What follows belongs to an exercise in optimizing a design on an open flow for small area and a short achievable clock period; a production flow would make more cautious choices. No functional check of the RTL was part of any run shown here. No activity file was given, so power comes from the tool's default toggle rates.

### constraint.sdc
create_clock -name core_clock -period 6.0 [get_ports {clk}]
set_input_delay 1.2000 -clock core_clock [delete_from_list [all_inputs] [get_ports {clk}]]
set_output_delay 1.2000 -clock core_clock [all_outputs]
set_load 0.01 [all_outputs]
### config.mk
export PLATFORM = sky130hd
export DESIGN_NAME = cray_core_top
export DESIGN_NICKNAME = cray_core_top
export VERILOG_FILES = /design/flow/design.v
export SDC_FILE = /design/flow/constraint.sdc
export NUM_CORES = 4
export LEC_CHECK = 0
export CAP_MARGIN = 20
export CORE_MARGIN = 2
export CORE_UTILIZATION = 40
export SETUP_SLACK_MARGIN = 3.0
export SLEW_MARGIN = 20
### run.sh
#!/bin/bash
# synth_recipe.tcl (not shown) runs the flow's synth.tcl, then flattens the netlist and writes it again
# the make line also repeats each setting of config.mk as NAME=value (left out here)
make -C /OpenROAD-flow-scripts/flow DESIGN_CONFIG=/design/flow/config.mk WORK_HOME=/design/flow/orfs CLKGATE_MAP_FILE= SYNTH_SCRIPT=/design/flow/synth_recipe.tcl finish
### design.v
`timescale 1ns/1ns
`default_nettype none
package cray_pkg;
   localparam logic [6:0]  VL_RESET    = 7'd64;
   localparam logic [17:0] LIMIT_RESET = 18'h3FFFF;
endpackage
`default_nettype wire
`timescale 1ns/1ns
`default_nettype none
module cray_core_top
(
   input  wire          clk,
   input  wire          rst,
   input  wire  [15:0]  i_nip_nxt,
   input  wire  [63:0]  i_word_nxt,
   input  wire          i_nip_vld,
   output logic [23:0]  o_p_addr,
   output logic         o_clear_ibufs,
   output logic         o_mem_ce,
   output logic [63:0]  o_data_to_mem,
   output logic         o_mem_wr_en
);
   logic s_exec, s_clr, s_fetch, s_wait, s_store, s_load, s_done;
   logic [3:0]  cnt;
   logic [3:0]  cnt_nxt;
   logic        last;
   logic        ctx_rst;
   logic [7:0]  active_xa;
   logic [7:0]  xa;
   logic [6:0]  vl;
   logic [17:0] base_addr;
   logic [17:0] limit_addr;
   logic [23:0] p_addr;
   logic [23:0] a_rf [8];
   logic [15:0] nip;
   logic        nip_vld;
   logic [2:0]  cls;
   logic [2:0]  ci;
   logic [7:0]  j_oh;
   logic [7:1]  k_oh;
   localparam logic [2:0] C_NOP   = 3'b000;
   localparam logic [2:0] C_EXCH  = 3'b001;
   localparam logic [2:0] C_SETVL = 3'b010;
   localparam logic [2:0] C_IMM22 = 3'b100;
   localparam logic [2:0] C_IMM6  = 3'b101;
   localparam logic [2:0] C_ADD   = 3'b110;
   localparam logic [2:0] C_SUB   = 3'b111;
   logic [2:0]  nip_cls;
   logic [2:0]  cj, ck;
   logic        exch_req, shift, two_parcel_nip;
   logic        wr_en, set_vl;
   logic [23:0] aj, ak, bk, sum, result, wdata;
   logic        load_a;
   assign last    = &cnt;
   assign cnt_nxt = (s_store || s_load) ? cnt + 4'd1 : 4'd0;
   always_comb
   begin
      case (nip[15:9])
         7'o000, 7'o004: nip_cls = C_EXCH;
         7'o002:         nip_cls = C_SETVL;
         7'o020:         nip_cls = C_IMM22;
         7'o022:         nip_cls = C_IMM6;
         7'o030:         nip_cls = C_ADD;
         7'o031:         nip_cls = C_SUB;
         default:        nip_cls = C_NOP;
      endcase
   end
   assign exch_req       = (cls == C_EXCH);
   assign shift          = s_exec && i_nip_vld && !exch_req;
   assign two_parcel_nip = nip_vld && (nip[15:9] == 7'o020);
   always_ff @(posedge clk)
   begin
      if (rst)
      begin
         s_exec  <= 1'b0;
         s_clr   <= 1'b1;
         s_fetch <= 1'b0;
         s_wait  <= 1'b0;
         s_store <= 1'b0;
         s_load  <= 1'b0;
         s_done  <= 1'b0;
         cnt     <= 4'd0;
      end
      else
      begin
         s_exec  <= (s_exec && !exch_req) || s_done;
         s_clr   <= s_exec && exch_req;
         s_fetch <= s_clr || (s_fetch && !i_nip_vld);
         s_wait  <= s_fetch && i_nip_vld;
         s_store <= s_wait || (s_store && !last);
         s_load  <= (s_store && last) || (s_load && !last);
         s_done  <= s_load && last;
         cnt     <= cnt_nxt;
      end
   end
   always_ff @(posedge clk)
   begin
      if (rst)
         ctx_rst <= 1'b1;
      else if (s_done)
         ctx_rst <= 1'b0;
   end
   always_ff @(posedge clk)
   begin
      if (rst)
         active_xa <= 8'd0;
      else if (s_exec)
         active_xa <= xa;
   end
   always_ff @(posedge clk)
   begin
      if (s_clr || s_done)
      begin
         nip_vld <= 1'b0;
         cls     <= C_NOP;
      end
      else if (shift)
      begin
         nip_vld <= !two_parcel_nip;
         cls     <= nip_vld ? nip_cls : C_NOP;
      end
   end
   always_ff @(posedge clk)
   begin
      if (shift)
      begin
         nip  <= i_nip_nxt;
         ci   <= nip[8:6];
         j_oh <= 8'(1 << nip[5:3]) & 8'hFE;
         k_oh <= 7'((1 << nip[2:0]) >> 1);
      end
      else if (s_wait || s_store)
         j_oh <= 8'(1 << cnt_nxt[2:0]);
   end
   assign cj = {|{j_oh[7:4]}, |{j_oh[7:6], j_oh[3:2]}, |{j_oh[7], j_oh[5], j_oh[3], j_oh[1]}};
   assign ck = {|{k_oh[7:4]}, |{k_oh[7:6], k_oh[3:2]}, |{k_oh[7], k_oh[5], k_oh[3], k_oh[1]}};
   always_comb
   begin
      aj = 24'd0;
      ak = 24'd0;
      for (int n = 0; n < 8; n++)
         aj = aj | (a_rf[n] & {24{j_oh[n]}});
      for (int n = 1; n < 8; n++)
         ak = ak | (a_rf[n] & {24{k_oh[n]}});
   end
   logic [23:0] g, p;
   logic [23:0] gg [6];
   logic [23:0] pp [6];
   logic        sub;
   assign sub = cls[0];
   assign bk  = ak ^ {24{sub}};
   assign g   = aj & bk;
   assign p   = aj ^ bk;
   always_comb
   begin
      gg[0] = g;
      pp[0] = p;
      gg[0][0] = g[0] | (p[0] & sub);    
      for (int l = 0; l < 5; l++)
         for (int b = 0; b < 24; b++)
            if (b >= (1 << l))
            begin
               gg[l+1][b] = gg[l][b] | (pp[l][b] & gg[l][b - (1 << l)]);
               pp[l+1][b] = pp[l][b] & pp[l][b - (1 << l)];
            end
            else
            begin
               gg[l+1][b] = gg[l][b];
               pp[l+1][b] = pp[l][b];
            end
   end
   assign sum = p ^ {gg[5][22:0], sub};
   assign wr_en  = shift && cls[2];
   assign set_vl = shift && (cls == C_SETVL);
   assign result = cls[1] ? sum : cls[0] ? {18'd0, cj, ck} : {2'd0, cj, ck, nip};
   assign load_a = s_load && !cnt[3];
   assign wdata  = s_load ? i_word_nxt[23:0] : result;
   always_ff @(posedge clk)
   begin
      for (int n = 0; n < 8; n++)
         if ((load_a && cnt[2:0] == 3'(n)) || (wr_en && ci == 3'(n)))
            a_rf[n] <= wdata;
   end
   logic [23:0] p_inc;
   always_comb
      for (int b = 0; b < 24; b++)
         p_inc[b] = p_addr[b] ^ (&(p_addr | ~((24'd1 << b) - 24'd1)));
   always_ff @(posedge clk)
   begin
      if (shift)
         p_addr <= p_inc;
      else if (s_load && cnt == 4'd0)
         p_addr <= i_word_nxt[47:24];
   end
   always_ff @(posedge clk)
   begin
      if (s_load && cnt == 4'd1) base_addr  <= i_word_nxt[45:28];
      if (s_load && cnt == 4'd2) limit_addr <= i_word_nxt[45:28];
      if (s_load && cnt == 4'd3) xa         <= i_word_nxt[47:40];
      if (s_load && cnt == 4'd3)
         vl <= i_word_nxt[39:33];
      else if (set_vl)
         vl <= (k_oh == 7'd0) ? 7'd1 : ak[6:0];    
   end
   logic [23:0] st_a;
   logic [23:0] st_hi;
   assign st_a = (cnt[3] || ctx_rst) ? 24'd0 : aj;
   always_comb
   begin
      st_hi = 24'd0;
      if (cnt[3:2] == 2'd0)
         case (cnt[1:0])
            2'd0: st_hi = ctx_rst ? 24'd0 : p_addr;
            2'd1: st_hi = ctx_rst ? 24'd0 : {2'd0, base_addr, 4'd0};
            2'd2: st_hi = {2'd0, ctx_rst ? cray_pkg::LIMIT_RESET : limit_addr, 4'd0};
            2'd3: st_hi = {active_xa, ctx_rst ? cray_pkg::VL_RESET : vl, 9'd0};
         endcase
   end
   assign o_p_addr      = s_exec ? p_addr : {10'd0, active_xa, cnt, 2'b00};
   assign o_clear_ibufs = s_clr || s_done;
   assign o_mem_ce      = s_store;
   assign o_mem_wr_en   = s_store;
   assign o_data_to_mem = {16'd0, st_hi, st_a};
endmodule
`default_nettype wire
==> results of run 1 <==
==> power by group through the flow <==
stage / Sequential, W / Combinational [W] / Clock, W
finish: 0.00246 / 0.000308 / 0.00228
global route: 0.00246 / 0.000321 / 0.00238
CTS: 0.00246 / 0.000271 / 0.00229
detailed placement: 0.00252 / 0.000201 / 0
global placement: 0.00252 / 0.000199 / 0
floorplan: 0.00250 / 0.000126 / 0
==> placed cells by master (no fill, tap or decap), drive strengths merged, types with 7 or more instances in the layout <==
master	instances
nand2	133
nor2	76
a211oi	9
buf	298
o21ai	66
a222oi	24
ha	34
o32ai	7
nor2b	33
nand3	40
and2	15
xnor2	46
clkdlybuf4s50	69
inv	25
dfxtp	25
a31oi	7
edfxtp	300
nand4	32
nor4	11
clkbuf	56
nor3	14
dlygate4sd2	20
a22o	20
a22oi	151
xor2	15
and3	7
a21oi	73
conb	16
clkinv	12
nand2b	16
==> layer usage <==
metal	part of all wire (%)	routed length (um)
met5	0	0
met4	5.8	3485
met3	9.1	5432
met2	48	28770
met1	37	22050
==> kinds of logic after synthesis <==
kind of cell | count (synthesis)
adder cells (fa/ha/maj) | 35
multiplexers | 4
flip-flops | 325
AND/OR/NAND/NOR | 403
XOR/XNOR | 61
other | 1
buffers and inverters | 138
AO/OA/AOI/OAI | 406
==> worst paths after layout <==
path	slack, ns	start	endpoint
min reg2reg	0.47	s_done	ctx_rst
max reg2reg	2.33	k_oh[7]	a_rf[3][16]
min	0.47	s_done	ctx_rst
max	2.33	k_oh[7]	a_rf[3][16]
==> critical path: stages, from the launching register on <==
cell and delay, ns:
edfxtp_1 0.51, buf_6 0.19, buf_4 0.13, a222oi_1 0.23
nand3_1 0.18, xnor2_1 0.26, ha_2 0.36, o21a_1 0.23
o31ai_4 0.08, nand2_2 0.16, a211o_1 0.32, a31oi_1 0.19
xor2_1 0.29, o221ai_4 0.22
==> layout make-up <==
cell class | count | area [um^2]
clock buffers | 48 | 1040
clock inverters | 19 | 178.9
fillers | 3153 | 17040
inverters | 25 | 116.4
multi-input cells | 927 | 7167
flip-flops and latches | 325 | 9530
well taps | 525 | 656.9
repair buffers | 402 | 3915
==> through the flow <==
| step | power [W] | setup slack [ns] |
|---|---|---|
| 2_1_floorplan | 0.002629 | 2.793 |
| 3_3_place_gp | 0.002722 | 1.868 |
| 3_5_place_dp | 0.002724 | 1.768 |
| 4_1_cts | 0.005027 | 2.441 |
| 5_1_grt | 0.005167 | 2.250 |
| 6_report | 0.005057 | 2.325 |
==> flip-flops by register name, summed over array words and instances (netlist names), 3 cells and up, named ones only <==
name	flops
limit_addr	18
j_oh	8
ci	3
cnt	4
active_xa	8
nip	16
cls	3
a_rf	192
k_oh	7
base_addr	18
p_addr	24
xa	8
vl	7
==> timing repair <==
item,CTS,global route
resized for setup,362,215
setup buffers,169,48
gates cloned,10,1
setup endpoints to repair,335,238
pin swaps,123,94
==> parameters.txt, run 1 <==
Parameter                              Value

Timing
  Total count of hold-check failures in the final report    0
  Final number of setup-violating endpoints    0
  Relative slew slack    between 30% and 40%
  Slew @ Worst Pin    0.9647 ns
  Max-slew violation count    0
  Post-Route Skew    0.01751 ns
  Setup repair after global routing missed its margin    yes
  Final-layout setup total negative slack    0 ns
  Portion of the clock cycle consumed by the worst path in the final layout    61.25%
  Achievable frequency    approximately 270 MHz
  Final worst path period need    3.675 ns
  Worst hold slack across all endpoints    around 0.47 ns

Run
  Reported max-cap violation count    0

Logic synthesis
  Mean instance size in the synthesized netlist    11.66 um^2
  Count of unique library cells instantiated by Yosys    72
  Sequential fraction of the synthesis area    59.38%
  Share of flip-flops with an asynchronous set or reset    0%
  Area leader, netlist    edfxtp_1
  Area fraction of the dominant cell type after synthesis    56.25%
  Post-synth design cell area    0.01602 mm^2
  Number of storage elements in the synthesis netlist    325
  Multiplexer fraction of the synthesized cell area    0.2656%
  Top cells by area, synth    edfxtp_1 56%, a22oi_1 7.1%, dfxtp_1 3.1%
  Number of flops mapped to enable cells by yosys    300
  Main combinational cell family by area after synthesis    compound AO/OA/AOI/OAI gates
  Post-synthesis cell count    1373
  Syn. warnings    4
  Synthesized-area fraction occupied by xor and xnor cells    3.336%
  Most numerous cell types in the synthesized netlist    300 x edfxtp_1, 151 x a22oi_1, 133 x nand2_1
  Most frequent cell after synthesis    edfxtp_1
  Commonest register cell after synthesis    edfxtp_1
  Post-synthesis adder-cell area fraction    around 2.8%
  Simple-gate share of the synthesized area    12.76%
  Area fraction in compound gates after synthesis    17.77%

Finish
  Core Util, Final    57.02%
  Area Growth Syn to Fin    41.14%
  Fraction of final layout cells with drive strength greater than 1    33.73%
  Antenna cell count    0
  Cell area after layout    0.02260 mm^2
  Final net count    1836
  Count of placed standard cells in the final layout, fillers left out    ~2300

Setup path
  Category of the critical setup timing path    reg2reg
  Critical Path Start Type    flop
  Signal arrival time at the worst endpoint    3.88 ns
  Worst reg2reg path depth    13
  Endpoint type of the worst setup path    flop
  Largest fanout of any net on the critical path    8
  Required time at the worst-slack endpoint    6.21 ns

Hold path
  Number of instances on the worst hold path    1
  Worst min-delay path category    reg2reg

Power
  Total net switching power    0.001102 W
  Clock network fraction of total power    45.2%
  Internal Pwr Total    approximately 0.0040 W
  Total power divided by cell area    between 200 and 250 mW/mm^2
  Peak supply drop    187.9 uV
  Net Sw Frac    21.79%
  Static Leak    8.268 nW
  Power share of the combinational group    6.1%
  Sequential Power Share    48.7%

Die
  Vertical die dimension    204.1 um
  Total Die Area    around 0.042 mm^2
  Initial cell density of the core    40.40%
  Standard-cell rows    73
  Area of the core region    0.03964 mm^2
  Die width    204.1 um
  I/O pin count    174

Routing
  Routed wire length    59730 um
  Number of remaining DRC errors    0
  Detailed-route wire length per cell    26.30 um
  Iteration-0 DRC count of the detailed router    1715
  Via count    13833
  Routed via count divided by cell count    6.091
  First-pass iteration count of the detailed router    7
  Number of antenna-violating nets in the routed design    0

Global route
  Global-route wire length before repair    84680 um
  Busiest grt layer    met2
  GRT met2 Usage    46.66%
  Number of global-route vias before repair    approximately 14000
  Grt met3 use    under 10%
  Global route overflow    0
  Number of antenna violations at the first check in global routing    0
  Maximum number of pins on one net before global-route repair    51
  Met1 Resource Use GR    ~34%
  GRT Total Usage    27.36%

Clocking
  CTS clock-pin slew for the worst setup and hold paths    around 0.06 ns
  CTS root buffer    clkbuf_16
  Clock tree from TritonCTS    yes
  Hold buffer count at cts    0
  Clock latency (worst-skew pair)    0.54 ns
  Number of buffers created by CTS    37
  Count of H-tree levels built during CTS    2
  Maximum root-to-sink buffer count    3
  Clock Sinks    325

Run status
  Status  timing/DRC/antenna clean

Placement
  Post-placement cell area    0.01815 mm^2
  IO Port Bufs    141
  GP Congestion    between 0.9 and 1
  HPWL after DPL    33220 um
  Cell count after placement    1976
==> inputs of run 2 (changes only) <==
--- a/config.mk
+++ b/config.mk
@@ -9,4 +9,4 @@
 export CORE_MARGIN = 2
 export CORE_UTILIZATION = 40
-export SETUP_SLACK_MARGIN = 3.0
+export SETUP_SLACK_MARGIN = 3.5
 export SLEW_MARGIN = 20
==> parameters.txt, run 2 <==
Parameter                              Value

Setup path
  Endpoint type of the worst setup path    flop
  Category of the critical setup timing path    reg2reg
  Largest fanout of any net on the critical path    8
  Required time at the worst-slack endpoint    6.25 ns
  Critical Path Start Type    flop
  Crit-path cells    buf_12 -> buf_6 -> a222oi_1 -> nand3_1 -> xnor2_1 -> ha_2 -> a2111oi_4 -> buf_4 -> a21boi_2 -> o21ai_1 -> nand2b_1 -> xor2_1 -> a221o_2
  Cell with the biggest individual delay on the critical path    edfxtp_1
  Signal arrival time at the worst endpoint    3.99 ns
  Worst reg2reg path depth    13
  Biggest cell delay along the critical path    ~0.47 ns

Power
  Sequential Power Share    ~50%
  Power share of the combinational group    6.8%
  Total power divided by cell area    approximately 210 mW/mm^2
  Internal Pwr Total    0.003945 W
  Peak supply drop    172.3 uV
  Net Sw Frac    21.59%
  Total net switching power    0.001086 W
  Static Leak    8.669 nW
  Clock network fraction of total power    44.4%

Clocking
  Clock latency (worst-skew pair)    0.54 ns
  Maximum root-to-sink buffer count    3
  Number of buffers created by CTS    37
  Count of H-tree levels built during CTS    2
  CTS root buffer    clkbuf_16
  CTS clock-pin slew for the worst setup and hold paths    0.06 ns
  Clock Sinks    325
  Clock tree from TritonCTS    yes
  Hold buffer count at cts    0

Logic synthesis
  Area fraction of the dominant cell type after synthesis    56.25%
  Commonest register cell after synthesis    edfxtp_1
  Share of flip-flops with an asynchronous set or reset    0%
  Number of flops mapped to enable cells by yosys    300
  Post-synthesis cell count    1373
  Area leader, netlist    edfxtp_1
  Post-synth design cell area    between 0.015 and 0.02 mm^2
  Count of unique library cells instantiated by Yosys    72
  Sequential fraction of the synthesis area    59.38%
  Most frequent cell after synthesis    edfxtp_1
  Number of storage elements in the synthesis netlist    325
  Mean instance size in the synthesized netlist    11.66 um^2
  Top cells by area, synth    edfxtp_1 56%, a22oi_1 7.1%, dfxtp_1 3.1%
  Most numerous cell types in the synthesized netlist    300 x edfxtp_1, 151 x a22oi_1, 133 x nand2_1
  Syn. warnings    4

Finish
  Biggest regs    a_rf x192, p_addr x24
  Flip-flop count of the largest register, all copies and words added    192
  Biggest register    a_rf
  Register cell area after layout    0.009529 mm^2
  Multi-input gate area in the final layout    0.007682 mm^2
  Area Growth Syn to Fin    48.63%
  FILL cells    2946
  Fraction of final layout cells with drive strength greater than 1    just over 40%
  Commonest cells after routing, fill and taps aside    300 x edfxtp_1, 169 x buf_4, 125 x buf_6, 108 x nand2_1, 97 x a22oi_1
  Final net count    1889
  Most common cell after layout, fill and taps aside    edfxtp_1
  Antenna cell count    0
  Count of placed standard cells in the final layout, fillers left out    approximately 2300

Die
  Vertical die dimension    roughly 200 um
  I/O pin count    ~170
  Area of the core region    approximately 0.040 mm^2
  Total Die Area    about 0.042 mm^2
  Standard-cell rows    73
  Initial cell density of the core    between 40% and 50%
  Die width    204.1 um

Global route
  Number of antenna violations at the first check in global routing    2
  Global-route wire length before repair    around 84000 um
  Number of global-route vias before repair    13584
  GRT Total Usage    27.33%
  Global route overflow    0
  Maximum number of pins on one net before global-route repair    54

Routing
  Routed wire length    61000 um
  Number of antenna-violating nets in the routed design    0
  Number of remaining DRC errors    0
  First-pass iteration count of the detailed router    8
  Routed via count divided by cell count    roughly 6.1
  Detailed-route wire length per cell    26.26 um
  Iteration-0 DRC count of the detailed router    1715
  Via count    14093

Timing
  Max-slew violation count    0
  Final worst path period need    between 3 and 4 ns
  Slew @ Worst Pin    1.082 ns
  Relative slew slack    roughly 28%
  Setup repair after global routing missed its margin    yes
  Final-layout setup total negative slack    0 ns
  Total count of hold-check failures in the final report    0
  Portion of the clock cycle consumed by the worst path in the final layout    between 60% and 70%
  Post-Route Skew    0.01648 ns
  Final number of setup-violating endpoints    0
  Achievable frequency    around 270 MHz

Run
  Reported max-cap violation count    0

Placement
  Cell count after placement    1973
  HPWL after DPL    about 33000 um
  GP Congestion    0.8913
  IO Port Bufs    141

Run status
  Status  timing/DRC/antenna clean

Hold path
  Worst min-delay path category    reg2reg
  Number of instances on the worst hold path    1
==> run 2: cell counts after synthesis <==
No cell type changed its count.
==> run 2: kinds of logic after synthesis <==
kind of cell               after synthesis  synth area share (%)
buffers and inverters                  138                 3.695
DFF                                    325                 59.37
and+or+nand+nor                        403                 12.76
muxes                                    4                0.2656
xor gates and xnor gates                61                 3.336
adders and majority gates               35                 2.781
AOI/OAI and AO/OA                      406                 17.77
other                                    1               0.02342
==> run 2: what timing repair did <==
action,in CTS,in global routing
buffers inserted,188,80
pin swaps,130,126
cloned,9,7
endpoints found under the setup margin,563,386
resized for setup,475,304
==> run 2: final timing paths <==
kind / endpoint / from / slack [ns]
worst max-delay path: a_rf[3][7] / k_oh[5] / 2.27
worst min-delay path: ctx_rst / s_done / 0.45
worst max register to register: a_rf[3][7] / k_oh[5] / 2.27
worst min register to register: ctx_rst / s_done / 0.45
==> run 2: routing by layer <==
layer | track usage, % | vias up | part of all wire, %
li1 | - | 6075 | -
met1 | 33.43 | 6884 | 36
met2 | 45.76 | 880 | 48
met3 | 4.783 | 252 | 9.3
met4 | 15.32 | 2 | 6.5
met5 | 0 | - | 0.018
==> run 2: per-stage QoR <==
step / total power (W) / hold WS [ns] / area [um^2] / worst slack [ns] / util (%)
3_5_place_dp: 0.002727 / 0.4534 / 18230 / 1.769 / 45.99
5_1_grt: 0.005152 / 0.4538 / 23800 / 2.102 / 60.05
3_3_place_gp: 0.002726 / 0.4355 / 18230 / 1.829 / 45.99
4_1_cts: 0.004993 / 0.4538 / 21920 / 2.431 / 55.29
6_report: 0.005031 / 0.4480 / 23800 / 2.268 / 60.05
2_1_floorplan: 0.002630 / 0.4211 / 16520 / 2.795 / -
==> run 2: critical path: cells and delay by family, from the launching register on <==
kind / cells / cell delay [ns]
compound gates: 5 / 1.49
xor+xnor: 2 / 0.38
fa+ha+maj: 1 / 0.35
buf+inv: 3 / 0.48
flops: 1 / 0.47
simple gates: 2 / 0.27
==> run 2: power groups by stage <==
stage	Clock (W)	Sequential, W	Combinational (W)
detailed placement	0	0.00251	0.000218
finish	0.00224	0.00245	0.000341
global placement	0	0.00251	0.000216
CTS	0.00226	0.00246	0.000279
floorplan	0	0.00250	0.000128
global route	0.00234	0.00245	0.000355
==> run 2: final cells by class <==
| cell class | instances | area share, % |
|---|---|---|
| flip-flops and latches | 325 | 40.03 |
| inverters | 25 | 0.4993 |
| clock buffers | 49 | 4.300 |
| clock inverters | 17 | 0.6781 |
| multi-input cells | 927 | 32.27 |
| well taps | 525 | 2.760 |
| repair buffers | 455 | 19.46 |

## separate check: timing with driven ports
Ports are ideal in the flow. The routed layouts listed here were re-timed in OpenROAD.
Step 1: set_driving_cell puts a clkbuf_16 on clk and a buf_2 on each other input, an assumption about the parent block.
Step 2 adds t to the input delays and takes it off the output delays; t is the mean of the earliest and latest rising clock arrival at the registers after step 1. Input paths then give back, and output paths get back, about the clock's delay inside the block.
Slacks: ideal / step 1 / step 2; pairs: ideal / step 1.
run	t (ns)	setup slack, ns	worst setup path after step 2	worst register clock-pin slew, ns
run 1	0.591	2.325 / 2.325 / 2.325	register to register	0.07 / 0.07
run 2	0.589	2.268 / 2.268 / 2.268	register to register	0.07 / 0.07
After both steps setup and hold are still met in every run listed.
